Background: an optimization exercise with open tools, aiming at a short achievable clock period and few clock cycles. Do not read the settings as production practice.
The RTL was checked by simulation tests, not by an equivalence proof against the original design.
Power and IR drop assume default switching activity.

==> flow/design.v (excerpt) <==
module c16_top #(
   parameter int unsigned pc_width = 16
) (
   input  logic                clk,
   input  logic                rst_n,
   input  logic [31:0]         fetch_word,
   input  logic [2:0]          dbg_addr,
   output logic [pc_width-1:0] fetch_addr,
   output logic                fetch_stall,
   output logic [19:0]         wb_first,
   output logic [19:0]         wb_second,
   output logic [15:0]         dbg_value
);
Size: ~3400 cells after synthesis, about 110 I/O pins, roughly 27000 um^2 of cells after synthesis.
clock: 5.5 ns
lec_check: 0
abc_clock_period_in_ps: 2500
cap_margin: 20
core_margin: 2
core_utilization: 40
setup_slack_margin: 2.7
slew_margin: 20
standard.sh (not shown) runs the stock make flow with config.mk's settings and CLKGATE_MAP_FILE= SYNTH_SCRIPT=/design/flow/synth_recipe.tcl, a recipe that flattens the netlist after the stock synthesis.
==> flow/flow/run.sh <==
#!/bin/bash
# Own layout flow: the standard ORFS flow (standard.sh), with two synthesis
# choices changed so that the mapped logic is faster:
#  - the 4:1 and 2:1 mux cells are not used (their select-to-output delay is long,
#    and the debug read port is a select path), so logic maps to AND-OR gates;
#  - Yosys's full/half-adder extraction is off (ADDER_MAP_FILE empty), so the
#    adders map to plain gates instead of chains of slow fa/ha cells.
# Everything else (synthesis script, registers, floorplan, power grid, placement,
# CTS, routing, constraints) is the standard flow's. Each tool's output is in the
# ORFS logs under orfs/logs, and make's own output in flow_make.log.
set -euo pipefail

DU=$(make -s -C "$FLOW_HOME" DESIGN_CONFIG="$FLOW_CONFIG" WORK_HOME="$PWD/orfs" \
        print-DONT_USE_CELLS 2> print_dont_use.log | sed -n 's/^DONT_USE_CELLS: //p')
if [[ -z "$DU" ]]; then
   echo "could not read DONT_USE_CELLS" >&2
   exit 1
fi
MUX="sky130_fd_sc_hd__mux4_1 sky130_fd_sc_hd__mux4_2 sky130_fd_sc_hd__mux4_4"
MUX="$MUX sky130_fd_sc_hd__mux2_1 sky130_fd_sc_hd__mux2_2 sky130_fd_sc_hd__mux2_4"
MUX="$MUX sky130_fd_sc_hd__mux2_8 sky130_fd_sc_hd__mux2i_1 sky130_fd_sc_hd__mux2i_2"
MUX="$MUX sky130_fd_sc_hd__mux2i_4"

bash standard.sh "DONT_USE_CELLS=$DU $MUX" "ADDER_MAP_FILE=" finish > flow_make.log 2>&1
The starting point produced a clean layout.
Testbench counts at the start, summed over its fixed seeds: cycles 9,114.
==> next run, changes <==
--- a/flow/flow/run.sh
+++ b/flow/flow/run.sh
@@ -1,13 +1,18 @@
 #!/bin/bash
-# Own layout flow: the standard ORFS flow (standard.sh), with two synthesis
-# choices changed so that the mapped logic is faster:
+# Own layout flow: the standard ORFS flow (standard.sh), with these changes:
 #  - the 4:1 and 2:1 mux cells are not used (their select-to-output delay is long,
 #    and the debug read port is a select path), so logic maps to AND-OR gates;
 #  - Yosys's full/half-adder extraction is off (ADDER_MAP_FILE empty), so the
-#    adders map to plain gates instead of chains of slow fa/ha cells.
+#    adders map to plain gates instead of chains of slow fa/ha cells;
+#  - the debug port's pins are kept together (flow/io_pins.tcl, read just before
+#    the standard pin placement), so its address-to-value paths stay short;
+#  - timing repair does not clone gates (a clone added after the last design
+#    repair can leave a slew violation behind).
 # Everything else (synthesis script, registers, floorplan, power grid, placement,
 # CTS, routing, constraints) is the standard flow's. Each tool's output is in the
 # ORFS logs under orfs/logs, and make's own output in flow_make.log.
 set -euo pipefail
+
+FLOW_DIR=$(cd "$(dirname "${BASH_SOURCE[0]}")" && pwd)
 
 DU=$(make -s -C "$FLOW_HOME" DESIGN_CONFIG="$FLOW_CONFIG" WORK_HOME="$PWD/orfs" \
@@ -22,3 +27,6 @@
 MUX="$MUX sky130_fd_sc_hd__mux2i_4"
 
+export PRE_IO_PLACEMENT_TCL="$FLOW_DIR/io_pins.tcl"
+export SKIP_GATE_CLONING=1
+
 bash standard.sh "DONT_USE_CELLS=$DU $MUX" "ADDER_MAP_FILE=" finish > flow_make.log 2>&1
==> flow/flow/io_pins.tcl (new file) <==
# Keep the debug read port's pins together so its address-to-value paths stay short
set_io_pin_constraint -group -order -pin_names {dbg_value[0] dbg_value[1] dbg_value[2] dbg_value[3] dbg_value[4] dbg_value[5] dbg_value[6] dbg_value[7] dbg_addr[0] dbg_addr[1] dbg_addr[2] dbg_value[8] dbg_value[9] dbg_value[10] dbg_value[11] dbg_value[12] dbg_value[13] dbg_value[14] dbg_value[15]}
After rerunning: Synthesized cell count stays the same. Total power goes up by 3.9%. Cell area hardly moves.

[re-timing with driven ports]
The flow's constraints put no driver on any port. The routed layouts listed below were extracted and timed again, unchanged, in two steps.
Step 1: set_driving_cell puts a clkbuf_16 on clk and a buf_2 on each other input, an assumption about the parent block.
Step 2 also shifts input and output timing later by t, the mid clock arrival at the registers, as if the neighbouring blocks saw the same clock.
Three values: ideal ports, drivers, drivers and shift; two values: the first two.
| run | t, ns | slack for setup (ns) | worst data-port slew with drivers (ns) | pins driven straight from the clock port |
|---|---|---|---|---|
| the first run | 0.684 | 2.288 / 2.158 / 2.158 | 0.20 | 1 |
| the second run | 0.693 | 2.211 / 2.149 / 2.149 | 0.13 | 1 |
After both steps every run listed still meets setup and hold. The setup slack of the first run, which loses most, moves by -0.130 ns with the drivers and by -0.130 ns with both steps.
